From an optimization exercise on the open Yosys and OpenROAD flow, aimed at small area and few clock cycles per item; shortcuts taken in it are not production practice.
Only simulation tests tie the RTL to the original design; equivalence was not proved.
The clock port is modelled as an ideal driver; clocking choices that lean on that would not hold on a real chip.
No activity file was given, so power comes from the tool's default toggle rates.

==> flow/design.v, too long to show whole: its modules and the start of the top module <==
// module ldr_mac: 1549 lines
// module ldr_fa: 4 lines
// module ldr_ha: 4 lines
// module ldr_han: 4 lines
// module ldr_hapn: 4 lines
// module ldr_xnor2: 3 lines
// module ldr_xor2: 3 lines
// module ldr_or2: 3 lines
// module ldr_nor2: 3 lines
// module ldr_gtr16: 16 lines
// module ldr_gtbit: 8 lines
// module ldr_eq16: 7 lines
// module ldr_gt16c: 16 lines
// module light_dimmer_ramp_controller: 253 lines
// module ldr_slice: 48 lines
module light_dimmer_ramp_controller
(
    input  wire logic        i_clk,
    input  wire logic        i_rst_n,
    input  wire logic        in_valid,
    output logic             in_ready,
    input  wire logic        in_op,
    input  wire logic [1:0]  in_port,
    input  wire logic        in_payload_on,
    input  wire logic [15:0] in_level_value,
    input  wire logic        in_readback_ok,
    output logic             out_valid,
    input  wire logic        out_ready,
    output logic             out_write_valid,
    output logic      [15:0] out_write_level,
    output logic             out_ramp_running,
    input  wire logic        psel,
    input  wire logic        penable,
    input  wire logic        pwrite,
    input  wire logic [4:0]  paddr,
    input  wire logic [31:0] pwdata,
    output logic      [31:0] prdata,
    output logic             pready
);
  // ...
==> flow/flow/run.sh <==
#!/bin/bash
# The standard layout (the standard.sh: ORFS synthesis through finish), with
# these changes:
#  - the buffer that global placement puts on each input and output port is the
#    smallest buffer cell instead of the one buffer_ports picks itself;
#  - clock tree synthesis builds the tree from clkbuf_4 cells and adds no dummy
#    loads (the tree is small: about 120 flip-flops); then clock_upsize.tcl
#    turns each clkbuf_4 whose loads would see too slow a clock edge into a
#    clkbuf_8, before routing;
#  - floorplanning keeps synthesis's tie cells instead of giving every load of
#    a constant its own tie cell.
set -euo pipefail
export BUFFER_PORTS_ARGS="-buffer_cell sky130_fd_sc_hd__buf_1"
export SKIP_REPAIR_TIE_FANOUT=1
export CTS_ARGS="-sink_clustering_enable -repair_clock_nets -buf_list sky130_fd_sc_hd__clkbuf_4 -dont_use_dummy_load"
bash standard.sh cts > standard_cts.log 2>&1
openroad -no_init -exit flow/clock_upsize.tcl > clock_upsize.log 2>&1
bash standard.sh > standard.log 2>&1
==> flow/flow/clock_upsize.tcl <==
# After clock tree synthesis: a clkbuf_4 of the clock tree whose loads would see
# a clock slew above 105 ps (estimated from placement) becomes a clkbuf_8; the
# cells are then legalized again and the result replaces 4_cts.odb.
set results orfs/results/sky130hd/light_dimmer_ramp_controller/base
read_liberty $::env(FLOW_HOME)/platforms/sky130hd/lib/sky130_fd_sc_hd__tt_025C_1v80.lib
read_db $results/4_cts.odb
read_sdc $results/4_cts.sdc
source $::env(FLOW_HOME)/platforms/sky130hd/setRC.tcl
estimate_parasitics -placement

set big [[ord::get_db] findMaster sky130_fd_sc_hd__clkbuf_8]
set n 0
foreach inst [[ord::get_db_block] getInsts] {
  if {[[$inst getMaster] getName] ne "sky130_fd_sc_hd__clkbuf_4"} { continue }
  set net [[$inst findITerm X] getNet]
  set worst 0
  foreach it [$net getITerms] {
    if {[$it isOutputSignal]} { continue }
    set p [get_pins "[[$it getInst] getName]/[[$it getMTerm] getName]"]
    set s [get_property $p slew_max]
    if {$s > $worst} { set worst $s }
  }
  if {$worst > 0.105} {
    puts "upsize [$inst getName]: worst load slew $worst ns"
    $inst swapMaster $big
    incr n
  }
}
puts "upsized $n clock buffers"
detailed_placement
check_placement -verbose
estimate_parasitics -placement
report_clock_skew
write_db $results/4_cts.odb
==> flow/standard.sh <==
#!/bin/bash
# synth_recipe.tcl (not shown) runs the flow's synth.tcl, then flattens the netlist and writes it again
# the make line also repeats each setting of config.mk as NAME=value (left out here)
make -C /OpenROAD-flow-scripts/flow DESIGN_CONFIG=/design/flow/config.mk WORK_HOME=/design/flow/orfs CLKGATE_MAP_FILE= SYNTH_SCRIPT=/design/flow/synth_recipe.tcl "${@:-finish}"
==> flow/config.mk <==
export PLATFORM = sky130hd
export DESIGN_NAME = light_dimmer_ramp_controller
export DESIGN_NICKNAME = light_dimmer_ramp_controller
export VERILOG_FILES = /design/flow/design.v
export SDC_FILE = /design/flow/constraint.sdc
export NUM_CORES = 4
export LEC_CHECK = 0
export CAP_MARGIN = 0
export CORE_MARGIN = 2
export CORE_UTILIZATION = 60
export SLEW_MARGIN = 0
export SYNTH_HIERARCHICAL = 1
==> flow/constraint.sdc <==
create_clock -name core_clock -period 15.0 [get_ports {i_clk}]
set_input_delay 3.0000 -clock core_clock [delete_from_list [all_inputs] [get_ports {i_clk}]]
set_output_delay 3.0000 -clock core_clock [all_outputs]
set_load 0.01 [all_outputs]
==> out/qor.yml, run 1 <==
pwr:
  p_leak_nw: 4.55
  comb_power_mw: 2.38
  p_sw_mw: 1.64
  p_clk_share_pct: 6.0
sta:
  worst_pin_slew_ns: 1.29
  fin_tns_setup_ns: 0
  clock_skew_ns: 0.0263
grt:
  use_met3_pct: 9.98
  grt_first_pass_wirelength_mm: 67.1
  grt_max_degree: 40
  busiest_layer: "met2"
  gr-usage-met2_pct: 52.8
  grt_usage_pct: 34.9
setup_path:
  worst_path_most_repeated_cell: "fa_1"
  crit_buf_inv: 3
  reg2reg_slack_ns: 4.93
  arrival_ns: 13.31
cells_and_area:
  n_all_inverters: 94
  sh_seq_area_pct: 22.1
  nFlopsAndLatches: 122
  finalNonFillerCells: 1777
  multi_input_comb_cells: 1110
  nets: 1764
  fin_util_pct: 63.1
cts:
  cts.repair.resized: 0
  cts-buffers-inserted: 17
  htree_num_levels: 4
flow_run:
  drv_cap: 0
die:
  die_area_um2: 25400
  coreArea_um2: 23600
  rows: 56
  die_y_um: 160
placed_design:
  dp_hpwl_mm: 31.9
  dp.cells: 1760
synthesis:
  synthesis.instances: 1464
  syn_area_um2: 14500
drt:
  wire_per_inst_um: 24.6
  drc: 0
outcome:
  outcome: "finished clean"
Testbench counts, summed over its fixed seeds: cycles 25,664, items 25,600.
==> module ldr_gtr16, before the edit <==
module ldr_gtr16 (
    input  wire [15:0] a,
    input  wire [15:0] nb,
    input  wire        ci,
    output wire        y
);
    wire [16:0] g;
    assign g[0] = ci;
    genvar i;
    generate
        for (i = 0; i < 16; i = i + 1) begin : g_bit
            ldr_gtbit u_bit (.a(a[i]), .nb(nb[i]), .c(g[i]), .y(g[i+1]));
        end
    endgenerate
    assign y = g[16];
endmodule
==> module ldr_gtbit, before the edit <==
module ldr_gtbit (
    input  wire a,
    input  wire nb,
    input  wire c,
    output wire y
);
    assign y = (a & nb) | (a & c) | (nb & c);
endmodule
==> module light_dimmer_ramp_controller, before the edit <==
module light_dimmer_ramp_controller
(
    input  wire logic        i_clk,
    input  wire logic        i_rst_n,
    input  wire logic        in_valid,
    output logic             in_ready,
    input  wire logic        in_op,
    input  wire logic [1:0]  in_port,
    input  wire logic        in_payload_on,
    input  wire logic [15:0] in_level_value,
    input  wire logic        in_readback_ok,
    output logic             out_valid,
    input  wire logic        out_ready,
    output logic             out_write_valid,
    output logic      [15:0] out_write_level,
    output logic             out_ramp_running,
    input  wire logic        psel,
    input  wire logic        penable,
    input  wire logic        pwrite,
    input  wire logic [4:0]  paddr,
    input  wire logic [31:0] pwdata,
    output logic      [31:0] prdata,
    output logic             pready
);
    logic [1:0]  c_mode;
    logic        c_two;
    logic        c_onmax;
    logic [15:0] c_off;
    logic [15:0] c_min;
    logic [15:0] c_max;
    logic [15:0] c_step;
    logic [15:0] c_grow;
    logic [2:0]  w_idx;
    logic        w_wr;
    logic [7:0]  w_sel;
    assign w_idx  = paddr[4:2];
    assign w_wr   = psel && penable && pwrite;
    assign pready = 1'b1;
    always_comb begin
        for (int i = 0; i < 8; i++)
            w_sel[i] = (w_idx == 3'(i));
    end
    logic [7:0]  w_cen;
    logic [15:0] w_d0;      
    logic [15:0] w_d1;      
    assign w_d0  = pwdata[15:0] & {16{i_rst_n}};
    assign w_d1  = pwdata[15:0] | {16{!i_rst_n}};
    assign w_cen = {8{!i_rst_n}} | ({8{w_wr}} & w_sel);
    always_ff @(posedge i_clk) begin
        if (w_cen[0]) c_mode  <= w_d0[1:0];
        if (w_cen[1]) c_two   <= w_d0[0];
        if (w_cen[2]) c_onmax <= w_d0[0];
        if (w_cen[3]) c_off   <= w_d0;
        if (w_cen[4]) c_min   <= {w_d0[15:12], w_d1[11:8], w_d0[7:0]};
        if (w_cen[5]) c_max   <= {w_d0[15], w_d1[14:13], w_d0[12:11], w_d1[10], w_d0[9:0]};
        if (w_cen[6]) c_step  <= {w_d0[15:9], w_d1[8], w_d0[7:0]};
        if (w_cen[7]) c_grow  <= w_d0;
    end
    logic [15:0] r_lvl;
    logic [15:0] r_rem;
    logic        r_busy;
    logic        r_up;
    logic        r_out_valid;
    logic [2:0]  r_kind;
    localparam logic [2:0] K_NONE = 3'd0;
    localparam logic [2:0] K_LVL  = 3'd1;
    localparam logic [2:0] K_REM  = 3'd2;
    localparam logic [2:0] K_OFF  = 3'd3;
    localparam logic [2:0] K_ZERO = 3'd4;
    localparam logic [2:0] K_ONE  = 3'd5;
    logic w_acc;
    assign in_ready = !r_out_valid || out_ready;
    assign w_acc    = in_valid && in_ready;
    logic w_tick, w_press, w_report, w_switch, w_on;
    assign w_tick   = in_op;
    assign w_press  = !in_op && c_mode == 2'd2 && (in_port == 2'd1 || in_port == 2'd2);
    assign w_report = !in_op && !w_press && in_port == 2'd3;
    assign w_switch = !in_op && !w_press && in_port != 2'd3;
    assign w_on     = c_two ? (in_port == 2'd0) : in_payload_on;
    logic        w_dir;
    logic        w_base_in;
    logic [15:0] w_base;
    logic [15:0] w_s;
    logic [17:0] w_z;
    logic        w_hi;
    logic [15:0] w_v;
    logic        w_gt;
    logic        w_lt;
    logic        w_selmax;
    logic        w_selmin;
    logic        w_selv;
    logic [15:0] w_n;
    logic        w_lim;
    logic        w_max_lt_min;
    logic [15:0] w_nmax;
    logic [15:0] w_nmin;
    assign w_nmax = ~c_max;
    assign w_nmin = ~c_min;
    assign w_dir     = in_op ? r_up : (in_port == 2'd1);
    assign w_base_in = !in_op && in_readback_ok;
    assign w_s       = {c_step[15:1], c_step[0] | (c_step == 16'd0)};
    ldr_mac u_mac (
        .b  (w_base),
        .g  (c_grow),
        .s  (w_s),
        .dn (!w_dir),
        .z  (w_z)
    );
    assign w_hi = w_z[17] | w_z[16];
    logic w_gt_min;
    ldr_gt16c u_gx (.a(w_v), .nb(w_nmax), .ci(!w_max_lt_min), .y(w_gt));   
    ldr_gt16c u_lx (.a(w_v), .nb(w_nmin), .ci(1'b0), .y(w_gt_min));     
    assign w_lt = !w_gt_min;                                              
    assign w_selmax = w_hi ? w_dir : w_gt;
    assign w_selmin = w_hi ? !w_dir : (!w_gt && w_lt);
    assign w_selv   = !w_hi && !w_gt && !w_lt;
    logic w_eq_mm;
    ldr_eq16 u_emm (.a(c_max), .b(c_min), .y(w_eq_mm));
    assign w_lim = w_hi || (w_dir ? (w_gt || (w_lt && w_eq_mm))
                                  : (w_gt ? w_eq_mm : w_lt));
    logic w_lvl_ge_min;
    logic w_rem_ok_n;
    logic w_rem_ok_l;
    ldr_gtr16 u_mm  (.a(c_min), .nb(w_nmax), .ci(1'b0), .y(w_max_lt_min));
    ldr_gtr16 u_lvl (.a(r_lvl), .nb(w_nmin), .ci(1'b1), .y(w_lvl_ge_min));
    assign w_rem_ok_n = !(w_selmax && w_max_lt_min) && !c_onmax;
    assign w_rem_ok_l = w_lvl_ge_min && !c_onmax;
    logic w_step;
    logic w_fin_l;      
    assign w_step  = (w_tick && r_busy) || (w_press && in_payload_on);
    assign w_fin_l = w_press && r_busy;
    logic w_l_n, w_l_in, w_l_hold;
    assign w_l_n    = i_rst_n && w_acc && w_step;
    assign w_l_in   = i_rst_n && w_acc && w_report && !r_busy;
    assign w_l_hold = i_rst_n && !(w_acc && (w_step || (w_report && !r_busy)));
    logic w_rin_nz;
    logic w_r_n, w_r_l, w_r_in, w_r_hold;
    assign w_rin_nz = |in_level_value;
    assign w_r_n    = i_rst_n && w_acc && w_step && w_lim && w_rem_ok_n;
    assign w_r_l    = i_rst_n && w_acc && w_fin_l && w_rem_ok_l
                      && !(in_payload_on && w_lim && w_rem_ok_n);
    assign w_r_in   = i_rst_n && w_acc && w_report && w_rin_nz;
    assign w_r_hold = i_rst_n && !w_r_n && !w_r_l && !w_r_in;
    logic w_o_lvl, w_o_rem, w_o_max, w_o_off;
    logic w_remnz;
    assign w_remnz = |r_rem;
    assign w_o_lvl = (r_kind == K_LVL);
    assign w_o_rem = (r_kind == K_REM) && w_remnz;
    assign w_o_max = (r_kind == K_REM) && !w_remnz;
    assign w_o_off = (r_kind == K_OFF);
    logic [15:0] w_lvl_d;
    logic [15:0] w_rem_d;
    logic [15:0] w_out;
    logic [15:0] w_prd;
    genvar gi;
    generate
        for (gi = 0; gi < 16; gi++) begin : g_slice
            ldr_slice u_slice (
                .lvl     (r_lvl[gi]),
                .rem     (r_rem[gi]),
                .inl     (in_level_value[gi]),
                .z       (w_z[gi]),
                .cmax    (c_max[gi]),
                .cmin    (c_min[gi]),
                .coff    (c_off[gi]),
                .cstep   (c_step[gi]),
                .cgrow   (c_grow[gi]),
                .base_in (w_base_in),
                .dn      (!w_dir),
                .selmax  (w_selmax),
                .selmin  (w_selmin),
                .selv    (w_selv),
                .l_n     (w_l_n),
                .l_in    (w_l_in),
                .l_hold  (w_l_hold),
                .r_n     (w_r_n),
                .r_l     (w_r_l),
                .r_in    (w_r_in),
                .r_hold  (w_r_hold),
                .o_lvl   (w_o_lvl),
                .o_rem   (w_o_rem),
                .o_max   (w_o_max),
                .o_off   (w_o_off),
                .rd_off  (w_sel[3]),
                .rd_min  (w_sel[4]),
                .rd_max  (w_sel[5]),
                .rd_step (w_sel[6]),
                .rd_grow (w_sel[7]),
                .base    (w_base[gi]),
                .v       (w_v[gi]),
                .n       (w_n[gi]),
                .lvl_d   (w_lvl_d[gi]),
                .rem_d   (w_rem_d[gi]),
                .out     (w_out[gi]),
                .prd     (w_prd[gi])
            );
        end
    endgenerate
    always_ff @(posedge i_clk) begin
        r_lvl <= w_lvl_d;
        r_rem <= w_rem_d;
    end
    always_ff @(posedge i_clk) begin
        if (!i_rst_n) begin
            r_busy      <= 1'b0;
            r_up        <= 1'b0;
            r_out_valid <= 1'b0;
            r_kind      <= K_NONE;
        end else begin
            if (w_acc) begin
                r_out_valid <= 1'b1;
            end else if (out_ready) begin
                r_out_valid <= 1'b0;
            end
            if (w_acc) begin
                if (w_tick) begin
                    if (r_busy) begin
                        r_kind <= K_LVL;
                        if (w_lim) r_busy <= 1'b0;
                    end else begin
                        r_kind <= K_NONE;
                    end
                end else if (w_press) begin
                    if (in_payload_on) begin
                        r_up   <= w_dir;
                        r_kind <= K_LVL;
                        r_busy <= !w_lim;
                    end else begin
                        r_kind <= K_NONE;
                        r_busy <= 1'b0;
                    end
                end else if (w_report) begin
                    r_kind <= K_NONE;
                end else if (c_two && !in_payload_on) begin
                    r_kind <= K_NONE;
                end else if (c_mode == 2'd1 || c_mode == 2'd2) begin
                    r_kind <= w_on ? K_REM : K_OFF;
                end else begin
                    r_kind <= w_on ? K_ONE : K_ZERO;
                end
            end
        end
    end
    assign out_valid        = r_out_valid;
    assign out_ramp_running = r_busy;
    assign out_write_valid  = (r_kind != K_NONE);
    assign out_write_level  = {w_out[15:1], w_out[0] | (r_kind == K_ONE)};
    assign prdata[31:16] = 16'd0;
    assign prdata[15:2]  = w_prd[15:2];
    assign prdata[1]     = w_prd[1] | (w_sel[0] & c_mode[1]);
    assign prdata[0]     = w_prd[0] | (w_sel[0] & c_mode[0]) | (w_sel[1] & c_two)
                         | (w_sel[2] & c_onmax);
endmodule
==> module ldr_slice, before the edit <==
module ldr_slice (
    input  wire lvl,
    input  wire rem,
    input  wire inl,
    input  wire z,
    input  wire cmax,
    input  wire cmin,
    input  wire coff,
    input  wire cstep,
    input  wire cgrow,
    input  wire base_in,
    input  wire dn,
    input  wire selmax,
    input  wire selmin,
    input  wire selv,
    input  wire l_n,
    input  wire l_in,
    input  wire l_hold,
    input  wire r_n,
    input  wire r_l,
    input  wire r_in,
    input  wire r_hold,
    input  wire o_lvl,
    input  wire o_rem,
    input  wire o_max,
    input  wire o_off,
    input  wire rd_off,
    input  wire rd_min,
    input  wire rd_max,
    input  wire rd_step,
    input  wire rd_grow,
    output wire base,
    output wire v,
    output wire n,
    output wire lvl_d,
    output wire rem_d,
    output wire out,
    output wire prd
);
    assign base  = base_in ? inl : lvl;
    assign v     = z ^ dn;
    assign n     = (selmax & cmax) | (selmin & cmin) | (selv & v);
    assign lvl_d = (l_n & n) | (l_in & inl) | (l_hold & lvl);
    assign rem_d = (r_n & n) | (r_l & lvl) | (r_in & inl) | (r_hold & rem);
    assign out   = (o_lvl & lvl) | (o_rem & rem) | (o_max & cmax) | (o_off & coff);
    assign prd   = (rd_off & coff) | (rd_min & cmin) | (rd_max & cmax) | (rd_step & cstep)
                 | (rd_grow & cgrow);
endmodule
==> inputs of run 2 (changes only) <==
--- a/flow/design.v
+++ b/flow/design.v
@@ -785,22 +785,22 @@
     wire r778;
     wire r779;
     wire r780;
     wire r781;
     wire r782;
     wire r783;
     wire r784;
     wire r785;
-    wire g786;
-    wire h787;
-    wire g788;
-    wire h789;
-    wire g790;
-    wire h791;
+    wire z786;
+    wire r787;
+    wire z788;
+    wire r789;
+    wire z790;
+    wire r791;
     wire g792;
     wire h793;
     wire g794;
     wire h795;
     wire g796;
     wire h797;
     wire g798;
     wire h799;
@@ -866,48 +866,31 @@
     wire G859;
     wire P860;
     wire G861;
     wire P862;
     wire G863;
     wire P864;
     wire G865;
     wire P866;
-    wire G867;
-    wire P868;
-    wire G869;
-    wire P870;
-    wire G871;
-    wire P872;
-    wire G873;
-    wire P874;
-    wire G875;
-    wire P876;
-    wire G877;
-    wire P878;
-    wire G879;
-    wire P880;
+    wire z867;
+    wire z868;
+    wire z869;
+    wire z870;
+    wire z871;
+    wire z872;
+    wire z873;
+    wire z874;
+    wire z875;
+    wire z876;
+    wire z877;
+    wire z878;
+    wire z879;
+    wire z880;
     wire z881;
-    wire z882;
-    wire z883;
-    wire z884;
-    wire z885;
-    wire z886;
-    wire z887;
-    wire z888;
-    wire z889;
-    wire z890;
-    wire z891;
-    wire z892;
-    wire z893;
-    wire z894;
-    wire z895;
-    wire z896;
-    wire z897;
-    wire z898;
     assign p1 = ~(g[0] & b[0]);
     assign p2 = ~(g[0] & b[1]);
     assign p3 = ~(g[0] & b[2]);
     assign p4 = ~(g[0] & b[3]);
     assign p5 = ~(g[0] & b[4]);
     assign p6 = ~(g[0] & b[5]);
     assign p7 = ~(g[0] & b[6]);
     assign p8 = ~(g[0] & b[7]);
@@ -1190,17 +1173,17 @@
     assign q285 = ~s[13];
     assign a286 = b[14] ^ ~dn;
     assign q287 = ~s[14];
     assign a288 = b[15] ^ ~dn;
     assign q289 = ~s[15];
     ldr_han u_s290 (.a(p14), .b(p29), .s(s290), .co(c291));
     ldr_fa u_s292 (.a(p15), .b(p30), .c(p45), .s(s292), .co(c293));
     ldr_han u_s294 (.a(p60), .b(p75), .s(s294), .co(c295));
-    ldr_ha u_s296 (.a(p16), .b(p31), .s(s296), .co(c297));
+    ldr_fa u_s296 (.a(k257), .b(p16), .c(p31), .s(s296), .co(c297));
     ldr_fa u_s298 (.a(p46), .b(p61), .c(p76), .s(s298), .co(c299));
     ldr_fa u_s300 (.a(p91), .b(p106), .c(p121), .s(s300), .co(c301));
     ldr_fa u_s302 (.a(q259), .b(p32), .c(p47), .s(s302), .co(c303));
     ldr_fa u_s304 (.a(p62), .b(p77), .c(p92), .s(s304), .co(c305));
     ldr_fa u_s306 (.a(p107), .b(p122), .c(p137), .s(s306), .co(c307));
     ldr_han u_s308 (.a(p152), .b(p167), .s(s308), .co(c309));
     ldr_fa u_s310 (.a(q261), .b(p48), .c(p63), .s(s310), .co(c311));
     ldr_fa u_s312 (.a(p78), .b(p93), .c(p108), .s(s312), .co(c313));
@@ -1228,20 +1211,20 @@
     ldr_fa u_s356 (.a(p179), .b(p194), .c(p209), .s(s356), .co(c357));
     ldr_fa u_s358 (.a(p90), .b(p105), .c(p120), .s(s358), .co(c359));
     ldr_fa u_s360 (.a(p135), .b(p150), .c(p165), .s(s360), .co(c361));
     ldr_fa u_s362 (.a(p180), .b(p195), .c(p210), .s(s362), .co(c363));
     ldr_fa u_s364 (.a(p225), .b(c291), .c(s294), .s(s364), .co(c365));
     ldr_fa u_s366 (.a(p136), .b(p151), .c(p166), .s(s366), .co(c367));
     ldr_fa u_s368 (.a(p181), .b(p196), .c(p211), .s(s368), .co(c369));
     ldr_fa u_s370 (.a(p226), .b(p241), .c(c295), .s(s370), .co(c371));
-    ldr_fa u_s372 (.a(s296), .b(c293), .c(s298), .s(s372), .co(c373));
+    ldr_fa u_s372 (.a(c293), .b(s296), .c(s298), .s(s372), .co(c373));
     ldr_fa u_s374 (.a(p182), .b(p197), .c(p212), .s(s374), .co(c375));
     ldr_fa u_s376 (.a(p227), .b(p242), .c(a258), .s(s376), .co(c377));
-    ldr_fa u_s378 (.a(c297), .b(s308), .c(c299), .s(s378), .co(c379));
+    ldr_fa u_s378 (.a(s308), .b(c297), .c(c299), .s(s378), .co(c379));
     ldr_fa u_s380 (.a(c301), .b(s302), .c(s304), .s(s380), .co(c381));
     ldr_fa u_s382 (.a(p198), .b(p213), .c(p228), .s(s382), .co(c383));
     ldr_fa u_s384 (.a(p243), .b(a260), .c(c309), .s(s384), .co(c385));
     ldr_fa u_s386 (.a(s316), .b(c303), .c(c305), .s(s386), .co(c387));
     ldr_fa u_s388 (.a(c307), .b(s310), .c(s312), .s(s388), .co(c389));
     ldr_fa u_s390 (.a(p184), .b(p199), .c(p214), .s(s390), .co(c391));
     ldr_fa u_s392 (.a(p229), .b(p244), .c(a262), .s(s392), .co(c393));
     ldr_fa u_s394 (.a(c317), .b(c311), .c(c313), .s(s394), .co(c395));
@@ -1443,19 +1426,22 @@
     assign r778 = (~c721 & ~s722) | (~c721 & r777) | (~s722 & r777);
     assign r779 = (~c723 & ~s724) | (~c723 & r778) | (~s724 & r778);
     assign r780 = (~c725 & ~s726) | (~c725 & r779) | (~s726 & r779);
     assign r781 = (~c727 & ~s728) | (~c727 & r780) | (~s728 & r780);
     assign r782 = (~c729 & ~s730) | (~c729 & r781) | (~s730 & r781);
     assign r783 = (~c731 & ~s732) | (~c731 & r782) | (~s732 & r782);
     assign r784 = (~c733 & ~s734) | (~c733 & r783) | (~s734 & r783);
     assign r785 = (~c735 & ~s736) | (~c735 & r784) | (~s736 & r784);
-    ldr_hapn u_g786 (.a(c737), .b(s738), .s(h787), .co(g786));
-    ldr_hapn u_g788 (.a(c739), .b(s740), .s(h789), .co(g788));
-    ldr_hapn u_g790 (.a(c741), .b(s742), .s(h791), .co(g790));
+    assign z786 = ~c737 ^ ~s738 ^ r785;
+    assign r787 = (~c737 & ~s738) | (~c737 & r785) | (~s738 & r785);
+    assign z788 = ~c739 ^ ~s740 ^ r787;
+    assign r789 = (~c739 & ~s740) | (~c739 & r787) | (~s740 & r787);
+    assign z790 = ~c741 ^ ~s742 ^ r789;
+    assign r791 = (~c741 & ~s742) | (~c741 & r789) | (~s742 & r789);
     ldr_hapn u_g792 (.a(c743), .b(s744), .s(h793), .co(g792));
     ldr_hapn u_g794 (.a(c745), .b(s746), .s(h795), .co(g794));
     ldr_hapn u_g796 (.a(c747), .b(s748), .s(h797), .co(g796));
     ldr_hapn u_g798 (.a(c749), .b(s750), .s(h799), .co(g798));
     ldr_hapn u_g800 (.a(c751), .b(s752), .s(h801), .co(g800));
     ldr_hapn u_g802 (.a(s754), .b(c753), .s(h803), .co(g802));
     ldr_hapn u_g804 (.a(s756), .b(c755), .s(h805), .co(g804));
     ldr_hapn u_g806 (.a(c757), .b(s758), .s(h807), .co(g806));
@@ -1463,94 +1449,77 @@
     ldr_hapn u_g810 (.a(s762), .b(c761), .s(h811), .co(g810));
     ldr_hapn u_g812 (.a(c763), .b(s764), .s(h813), .co(g812));
     ldr_hapn u_g814 (.a(s766), .b(c765), .s(h815), .co(g814));
     ldr_hapn u_g816 (.a(s768), .b(c767), .s(h817), .co(g816));
     assign g818 = 1'b0;
     assign h819 = ~c769;
     assign g820 = 1'b0;
     assign h821 = 1'b0;
-    assign g822 = g786 | (h787 & r785);
-    assign G823 = g788 | (h789 & g822);
-    assign P824 = h789 & h787;
-    assign G825 = g792 | (h793 & g790);
-    assign P826 = h793 & h791;
-    assign G827 = g796 | (h797 & g794);
-    assign P828 = h797 & h795;
-    assign G829 = g800 | (h801 & g798);
-    assign P830 = h801 & h799;
-    assign G831 = g804 | (h805 & g802);
-    assign P832 = h805 & h803;
-    assign G833 = g808 | (h809 & g806);
-    assign P834 = h809 & h807;
-    assign G835 = g812 | (h813 & g810);
-    assign P836 = h813 & h811;
-    assign G837 = g816 | (h817 & g814);
-    assign P838 = h817 & h815;
-    assign G839 = g820 | (h821 & g818);
-    assign P840 = h821 & h819;
-    assign G841 = G825 | (P826 & G823);
-    assign P842 = P826 & P824;
-    assign G843 = G829 | (P830 & G827);
-    assign P844 = P830 & P828;
-    assign G845 = G833 | (P834 & G831);
-    assign P846 = P834 & P832;
-    assign G847 = G837 | (P838 & G835);
-    assign P848 = P838 & P836;
-    assign G849 = G843 | (P844 & G841);
-    assign P850 = P844 & P842;
-    assign G851 = G847 | (P848 & G845);
-    assign P852 = P848 & P846;
-    assign G853 = G851 | (P852 & G849);
-    assign P854 = P852 & P850;
-    assign G855 = G845 | (P846 & G849);
-    assign P856 = P846 & P850;
-    assign G857 = G827 | (P828 & G841);
-    assign P858 = P828 & P842;
-    assign G859 = G831 | (P832 & G849);
-    assign P860 = P832 & P850;
-    assign G861 = G835 | (P836 & G855);
-    assign P862 = P836 & P856;
-    assign G863 = G839 | (P840 & G853);
-    assign P864 = P840 & P854;
-    assign G865 = g790 | (h791 & G823);
-    assign P866 = h791 & P824;
-    assign G867 = g794 | (h795 & G841);
-    assign P868 = h795 & P842;
-    assign G869 = g798 | (h799 & G857);
-    assign P870 = h799 & P858;
-    assign G871 = g802 | (h803 & G849);
-    assign P872 = h803 & P850;
-    assign G873 = g806 | (h807 & G859);
-    assign P874 = h807 & P860;
-    assign G875 = g810 | (h811 & G855);
-    assign P876 = h811 & P856;
-    assign G877 = g814 | (h815 & G861);
-    assign P878 = h815 & P862;
-    assign G879 = g818 | (h819 & G853);
-    assign P880 = h819 & P854;
-    assign z881 = h787 ^ r785;
-    assign z882 = h789 ^ g822;
-    assign z883 = h791 ^ G823;
-    assign z884 = h793 ^ G865;
-    assign z885 = h795 ^ G841;
-    assign z886 = h797 ^ G867;
-    assign z887 = h799 ^ G857;
-    assign z888 = h801 ^ G869;
-    assign z889 = h803 ^ G849;
-    assign z890 = h805 ^ G871;
-    assign z891 = h807 ^ G859;
-    assign z892 = h809 ^ G873;
-    assign z893 = h811 ^ G855;
-    assign z894 = h813 ^ G875;
-    assign z895 = h815 ^ G861;
-    assign z896 = h817 ^ G877;
-    assign z897 = h819 ^ G853;
-    assign z898 = h821 ^ G879;
-    assign z = {z898, z897, z896, z895, z894, z893, z892, z891, z890, z889, z888, z887, z886, z885, z884, z883, z882, z881};
+    assign g822 = g792 | (h793 & r791);
+    assign G823 = g794 | (h795 & g822);
+    assign P824 = h795 & h793;
+    assign G825 = g798 | (h799 & g796);
+    assign P826 = h799 & h797;
+    assign G827 = g802 | (h803 & g800);
+    assign P828 = h803 & h801;
+    assign G829 = g806 | (h807 & g804);
+    assign P830 = h807 & h805;
+    assign G831 = g810 | (h811 & g808);
+    assign P832 = h811 & h809;
+    assign G833 = g814 | (h815 & g812);
+    assign P834 = h815 & h813;
+    assign G835 = g818 | (h819 & g816);
+    assign P836 = h819 & h817;
+    assign G837 = G825 | (P826 & G823);
+    assign P838 = P826 & P824;
+    assign G839 = G829 | (P830 & G827);
+    assign P840 = P830 & P828;
+    assign G841 = G833 | (P834 & G831);
+    assign P842 = P834 & P832;
+    assign G843 = G839 | (P840 & G837);
+    assign P844 = P840 & P838;
+    assign G845 = G841 | (P842 & G843);
+    assign P846 = P842 & P844;
+    assign G847 = G827 | (P828 & G837);
+    assign P848 = P828 & P838;
+    assign G849 = G831 | (P832 & G843);
+    assign P850 = P832 & P844;
+    assign G851 = G835 | (P836 & G845);
+    assign P852 = P836 & P846;
+    assign G853 = g796 | (h797 & G823);
+    assign P854 = h797 & P824;
+    assign G855 = g800 | (h801 & G837);
+    assign P856 = h801 & P838;
+    assign G857 = g804 | (h805 & G847);
+    assign P858 = h805 & P848;
+    assign G859 = g808 | (h809 & G843);
+    assign P860 = h809 & P844;
+    assign G861 = g812 | (h813 & G849);
+    assign P862 = h813 & P850;
+    assign G863 = g816 | (h817 & G845);
+    assign P864 = h817 & P846;
+    assign G865 = g820 | (h821 & G851);
+    assign P866 = h821 & P852;
+    assign z867 = h793 ^ r791;
+    assign z868 = h795 ^ g822;
+    assign z869 = h797 ^ G823;
+    assign z870 = h799 ^ G853;
+    assign z871 = h801 ^ G837;
+    assign z872 = h803 ^ G855;
+    assign z873 = h805 ^ G847;
+    assign z874 = h807 ^ G857;
+    assign z875 = h809 ^ G843;
+    assign z876 = h811 ^ G859;
+    assign z877 = h813 ^ G849;
+    assign z878 = h815 ^ G861;
+    assign z879 = h817 ^ G845;
+    assign z880 = h819 ^ G863;
+    assign z881 = h821 ^ G851;
+    assign z = {z881, z880, z879, z878, z877, z876, z875, z874, z873, z872, z871, z870, z869, z868, z867, z790, z788, z786};
 endmodule
 module ldr_fa (input wire a, input wire b, input wire c, output wire s, output wire co);
     assign s  = a ^ b ^ c;
     assign co = (a & b) | (a & c) | (b & c);
 endmodule
 module ldr_ha (input wire a, input wire b, output wire s, output wire co);
     assign s  = a ^ b;
     assign co = a & b;
@@ -1570,63 +1539,61 @@
     assign y = a ^ b;
 endmodule
 module ldr_or2 (input wire a, input wire b, output wire y);
     assign y = a | b;
 endmodule
 module ldr_nor2 (input wire a, input wire b, output wire y);
     assign y = ~(a | b);
 endmodule
+module ldr_gt16 (
+    input  wire [15:0] a,
+    input  wire [15:0] b,
+    output wire        y
+);
+    wire [16:0] g;
+    assign g[0] = 1'b0;
+    genvar i;
+    generate
+        for (i = 0; i < 16; i = i + 1) begin : g_bit
+            assign g[i+1] = (a[i] & ~b[i]) | (a[i] & g[i]) | (~b[i] & g[i]);
+        end
+    endgenerate
+    assign y = g[16];
+endmodule
 module ldr_gtr16 (
     input  wire [15:0] a,
-    input  wire [15:0] nb,
-    input  wire        ci,
+    input  wire [15:0] b,
     output wire        y
 );
     wire [16:0] g;
-    assign g[0] = ci;
+    assign g[0] = 1'b0;
     genvar i;
     generate
         for (i = 0; i < 16; i = i + 1) begin : g_bit
-            ldr_gtbit u_bit (.a(a[i]), .nb(nb[i]), .c(g[i]), .y(g[i+1]));
+            ldr_gtbit u_bit (.a(a[i]), .b(b[i]), .c(g[i]), .y(g[i+1]));
         end
     endgenerate
     assign y = g[16];
 endmodule
 module ldr_gtbit (
     input  wire a,
-    input  wire nb,
+    input  wire b,
     input  wire c,
     output wire y
 );
-    assign y = (a & nb) | (a & c) | (nb & c);
+    assign y = (a & ~b) | (a & c) | (~b & c);
 endmodule
 module ldr_eq16 (
     input  wire [15:0] a,
     input  wire [15:0] b,
     output wire        y
 );
     assign y = &(a ~^ b);
 endmodule
-module ldr_gt16c (
-    input  wire [15:0] a,
-    input  wire [15:0] nb,
-    input  wire        ci,
-    output wire        y
-);
-    wire [16:0] g;
-    assign g[0] = ci;
-    genvar i;
-    generate
-        for (i = 0; i < 16; i = i + 1) begin : g_bit
-            assign g[i+1] = (a[i] & nb[i]) | (a[i] & g[i]) | (nb[i] & g[i]);
-        end
-    endgenerate
-    assign y = g[16];
-endmodule
 `default_nettype none
 module light_dimmer_ramp_controller
 (
     input  wire logic        i_clk,
     input  wire logic        i_rst_n,
     input  wire logic        in_valid,
     output logic             in_ready,
     input  wire logic        in_op,
@@ -1710,51 +1677,49 @@
     logic        w_hi;
     logic [15:0] w_v;
     logic        w_gt;
     logic        w_lt;
     logic        w_selmax;
     logic        w_selmin;
     logic        w_selv;
     logic [15:0] w_n;
+    logic [15:0] w_tgt;
     logic        w_lim;
-    logic        w_max_lt_min;
-    logic [15:0] w_nmax;
-    logic [15:0] w_nmin;
-    assign w_nmax = ~c_max;
-    assign w_nmin = ~c_min;
     assign w_dir     = in_op ? r_up : (in_port == 2'd1);
     assign w_base_in = !in_op && in_readback_ok;
     assign w_s       = {c_step[15:1], c_step[0] | (c_step == 16'd0)};
     ldr_mac u_mac (
         .b  (w_base),
         .g  (c_grow),
         .s  (w_s),
         .dn (!w_dir),
         .z  (w_z)
     );
     assign w_hi = w_z[17] | w_z[16];
-    logic w_gt_min;
-    ldr_gt16c u_gx (.a(w_v), .nb(w_nmax), .ci(!w_max_lt_min), .y(w_gt));   
-    ldr_gt16c u_lx (.a(w_v), .nb(w_nmin), .ci(1'b0), .y(w_gt_min));     
-    assign w_lt = !w_gt_min;                                              
+    ldr_gt16 u_gt (.a(w_v),   .b(c_max), .y(w_gt));    
+    ldr_gt16 u_lt (.a(c_min), .b(w_v),   .y(w_lt));    
     assign w_selmax = w_hi ? w_dir : w_gt;
     assign w_selmin = w_hi ? !w_dir : (!w_gt && w_lt);
     assign w_selv   = !w_hi && !w_gt && !w_lt;
     logic w_eq_mm;
+    logic w_eq_vt;
     ldr_eq16 u_emm (.a(c_max), .b(c_min), .y(w_eq_mm));
-    assign w_lim = w_hi || (w_dir ? (w_gt || (w_lt && w_eq_mm))
-                                  : (w_gt ? w_eq_mm : w_lt));
-    logic w_lvl_ge_min;
+    ldr_eq16 u_evt (.a(w_v),   .b(w_tgt), .y(w_eq_vt));
+    assign w_lim = (w_selmax && (w_dir || w_eq_mm))
+                || (w_selmin && (!w_dir || w_eq_mm))
+                || (w_selv && w_eq_vt);
+    logic w_max_lt_min;
+    logic w_lvl_lt_min;
     logic w_rem_ok_n;
     logic w_rem_ok_l;
-    ldr_gtr16 u_mm  (.a(c_min), .nb(w_nmax), .ci(1'b0), .y(w_max_lt_min));
-    ldr_gtr16 u_lvl (.a(r_lvl), .nb(w_nmin), .ci(1'b1), .y(w_lvl_ge_min));
+    ldr_gtr16 u_mm  (.a(c_min), .b(c_max), .y(w_max_lt_min));
+    ldr_gtr16 u_lvl (.a(c_min), .b(r_lvl), .y(w_lvl_lt_min));
     assign w_rem_ok_n = !(w_selmax && w_max_lt_min) && !c_onmax;
-    assign w_rem_ok_l = w_lvl_ge_min && !c_onmax;
+    assign w_rem_ok_l = !w_lvl_lt_min && !c_onmax;
     logic w_step;
     logic w_fin_l;      
     assign w_step  = (w_tick && r_busy) || (w_press && in_payload_on);
     assign w_fin_l = w_press && r_busy;
     logic w_l_n, w_l_in, w_l_hold;
     assign w_l_n    = i_rst_n && w_acc && w_step;
     assign w_l_in   = i_rst_n && w_acc && w_report && !r_busy;
     assign w_l_hold = i_rst_n && !(w_acc && (w_step || (w_report && !r_busy)));
@@ -1809,16 +1774,17 @@
                 .rd_off  (w_sel[3]),
                 .rd_min  (w_sel[4]),
                 .rd_max  (w_sel[5]),
                 .rd_step (w_sel[6]),
                 .rd_grow (w_sel[7]),
                 .base    (w_base[gi]),
                 .v       (w_v[gi]),
                 .n       (w_n[gi]),
+                .tgt     (w_tgt[gi]),
                 .lvl_d   (w_lvl_d[gi]),
                 .rem_d   (w_rem_d[gi]),
                 .out     (w_out[gi]),
                 .prd     (w_prd[gi])
             );
         end
     endgenerate
     always_ff @(posedge i_clk) begin
@@ -1905,23 +1871,25 @@
     input  wire rd_off,
     input  wire rd_min,
     input  wire rd_max,
     input  wire rd_step,
     input  wire rd_grow,
     output wire base,
     output wire v,
     output wire n,
+    output wire tgt,
     output wire lvl_d,
     output wire rem_d,
     output wire out,
     output wire prd
 );
     assign base  = base_in ? inl : lvl;
     assign v     = z ^ dn;
     assign n     = (selmax & cmax) | (selmin & cmin) | (selv & v);
+    assign tgt   = dn ? cmin : cmax;
     assign lvl_d = (l_n & n) | (l_in & inl) | (l_hold & lvl);
     assign rem_d = (r_n & n) | (r_l & lvl) | (r_in & inl) | (r_hold & rem);
     assign out   = (o_lvl & lvl) | (o_rem & rem) | (o_max & cmax) | (o_off & coff);
     assign prd   = (rd_off & coff) | (rd_min & cmin) | (rd_max & cmax) | (rd_step & cstep)
                  | (rd_grow & cgrow);
 endmodule
 `default_nettype wire
==> flow/flow/run.sh (replaced) <==
#!/bin/bash
# The standard layout (the standard.sh: ORFS synthesis through finish), with
# two changes:
#  - the buffer that global placement puts on each input and output port is the
#    smallest buffer cell instead of the one buffer_ports picks itself;
#  - clock tree synthesis builds the tree from clkbuf_8 cells and adds no dummy
#    loads (the tree is small: about 120 flip-flops).
set -euo pipefail
export BUFFER_PORTS_ARGS="-buffer_cell sky130_fd_sc_hd__buf_1"
export CTS_ARGS="-sink_clustering_enable -repair_clock_nets -buf_list sky130_fd_sc_hd__clkbuf_8 -dont_use_dummy_load"
bash standard.sh > standard.log 2>&1
==> flow/config.mk (replaced) <==
export PLATFORM = sky130hd
export DESIGN_NAME = light_dimmer_ramp_controller
export DESIGN_NICKNAME = light_dimmer_ramp_controller
export VERILOG_FILES = /design/flow/design.v
export SDC_FILE = /design/flow/constraint.sdc
export NUM_CORES = 4
export LEC_CHECK = 0
export CAP_MARGIN = 20
export CORE_MARGIN = 2
export CORE_UTILIZATION = 40
export SLEW_MARGIN = 20
export SYNTH_HIERARCHICAL = 1
removed: flow/flow/clock_upsize.tcl
==> run 2 against run 1 <==
Wire length is 7.3% higher; die area rose by 53%; critical path depth rose by 5; combinational power rose by 16%; cell count increased by 13%; power up 15%.
==> out/qor.yml, run 2 <==
cts:
  cts-buffers-inserted: 17  # unchanged
  post_cts_buffers: 0
  cts.repair.resized: 0  # unchanged
  clk-insertion-delay-late_ns: 0.45
  clk_transition_reported_paths_ns: 0.06
  clock_path_buffers: 2
  htree_num_levels: 4  # unchanged
  cts_tree: "built"
  clock-sinks: 122
  postCtsHoldBufs: 0
  clock-root-buffer: "clkbuf_8"
setup_path:
  path_max_fanout: 17
  endpoint_kind: "flop"
  worst_path_most_repeated_cell: "fa_1"
  worstSetupPathDepth: 45
  cpLargestDelayFamily: "adder cells"
  crit_slowest_cell: "mux2_2"
  crit_type: "in -> reg"
  cp-start-kind: "input pin"
  reg2regPathDepth: 41
  crit_buf_inv: 3  # unchanged
  cp_slowest_stage_delay_ns: 0.63
  arrival_ns: 14.35  # +1.04 ns
  required_ns: 15.31
synthesis:
  yosys_warnings: 7
  synthesis.instances: 1510  # +3.1%
  postSynthAreaPerCell_um2: 9.90
  syn_area_um2: 15000  # +3.1%
drt:
  m1WireLength_mm: 19.8
  ant_nets: 0
  wire_per_inst_um: 23.4  # -4.9%
  drtIter0Drc: 1386
  top_layer_used: "met4"
  avgViaCountPerCell: 5.88
  drt_wl_total_mm: 46.8
  dr.pass1.iters: 7
  dr_wl_met3_mm: 4.01
  wl_met2_mm: 22.2
  drc: 0  # unchanged
  vias: 11800
sta:
  relSlewSlack_pct: 24.5
  setup_viol: 0
  clock_skew_ns: 0.0264  # +0.000123 ns
  worst_pin_slew_ns: 1.13  # -0.156 ns
  finalCriticalPeriod_ns: 14.04
  fin_tns_setup_ns: 0  # unchanged
  rsz0062_at_grt: "no"
  period_share_pct: 93.6
  fmaxAchievable_mhz: 71.2
  maxSlewViolCount: 0
  final_hold_viol_count: 0
placed_design:
  place.gp.congestion: 0.925
  dp_hpwl_mm: 35.4  # +11%
  io_buffer_count: 82
pwr:
  powerDensity_nw_per_um2: 217
  p_leak_nw: 4.84  # +6.4%
  max-vdd-ir-drop_v: 0.000165
die:
  die_x_um: 197
  io_pins: 118
  die_y_um: 197  # +24%
  die_area_um2: 38900  # +53%
  rows: 70  # +25%
  coreArea_um2: 36700  # +55%
  initial_utilization_pct: 40.7
grt:
  grt_usage_pct: 24.7  # -10 points
  grt_first_pass_wirelength_mm: 72.7  # +8.4%
  overflow: 0
  grt_max_degree: 29  # -28%
  antenna_found_initial: 0
  grt_pass1_vias: 12100
cells_and_area:
  synthToLayoutAreaGrowth_pct: 5.53
  final_cell_mix: "nand2_1, fa_1, inv_1"
  nFillCells: 3580
  fin_util_pct: 43.0  # -20 points
  final_common_cell: "nand2_1"
  nets: 1845  # +4.6%
  drive_gt1_share_pct: 10.1
  antenna_cells: 0
outcome:
  outcome: "finished clean"
worst_hold_path:
  hold_path_class: "reg -> reg"
  whs_path_depth: 2
flow_run:
  drv_cap: 0  # unchanged
## run 2: power by group
part | leakage, nW | internal [mW] | switching, mW | total (mW)
clock network | 0.122 | 0.0993 | 0.117 | 0.216
registers | 1.12 | 0.389 | 0.0467 | 0.436
logic | 3.59 | 1.10 | 1.67 | 2.77
## run 2: metal layers
| layer | vias to the layer above | global-route usage, % |
|---|---|---|
| li1 | 5107 | - |
| met1 | 6020 | 34.9 |
| met2 | 606 | 40.1 |
| met3 | 55 | 4.03 |
| met4 | 0 | 5.57 |
| met5 | - | 0 |
## run 2: per-stage QoR
step	instance area, um2	setup WS [ns]	hold WS, ns	total power, mW	cells
3_5_place_dp	15500	0.440	0.527	3.17	1988
3_3_place_gp	15500	0.620	0.512	3.13	1988
5_1_grt	15800	0.104	0.575	3.73	2005
4_1_cts	15800	0.883	0.543	3.40	2005
2_1_floorplan	15000	0.918	0.488	2.73	1525
6_report	15800	0.962	0.545	3.42	2005
## run 2: area by class of cell
cell class	count	area, um2	share of cell area [%]
Clock buffer	17	234	1.48
Inverter	123	464	2.94
Multi-Input combinational cell	1149	10600	67.0
Sequential cell	122	3280	20.8
Tap cell	468	586	3.71
Timing Repair Buffer	126	638	4.04
## run 2: worst paths after layout
| path | endpoint | slack [ns] | startpoint |
|---|---|---|---|
| worst max register to register | r_rem[15] | 3.60 | c_grow[3] |
| worst min-delay path | r_rem[11] | 0.54 | r_rem[11] |
| worst min register to register | r_rem[11] | 0.54 | r_rem[11] |
| worst max-delay path | r_rem[15] | 0.96 | in_op |
## run 2: tightest hold or removal path: stages (launching register included)
cell and delay (ns):
dfxtp_1 0.35, a222oi_1 0.09, o21ai_1 0.07
Testbench counts of run 2, summed over its fixed seeds: cycles 25,664, items 25,600.

re-timing with driven ports:
Ports are ideal in the flow. The routed layouts listed here were re-timed in OpenROAD. Step 1 (the two cells are an assumption about what drives the block):
set clk [get_ports {i_clk}]
set_driving_cell -lib_cell sky130_fd_sc_hd__clkbuf_16 $clk
set_driving_cell -lib_cell sky130_fd_sc_hd__buf_2 [delete_from_list [all_inputs] $clk]
Step 2 also shifts input and output timing later by t, the mid clock arrival at the registers, as if the neighbouring blocks saw the same clock. Slacks: ideal ports / drivers / drivers and shift; pairs: ideal ports / drivers.
run | t, ns | setup slack, ns | slew at the worst register clock pin (ns) | worst slew at a driven data input, ns
run 1 | 0.446 | 1.968 / 1.987 / 1.541 | 0.10 / 0.10 | 0.04
run 2 | 0.478 | 0.962 / 0.972 / 0.494 | 0.07 / 0.07 | 0.03
After both steps setup and hold are still met in every run listed. For run 2, which loses most, drivers alone change the setup slack by +0.010 ns; drivers and shift together by -0.468 ns.
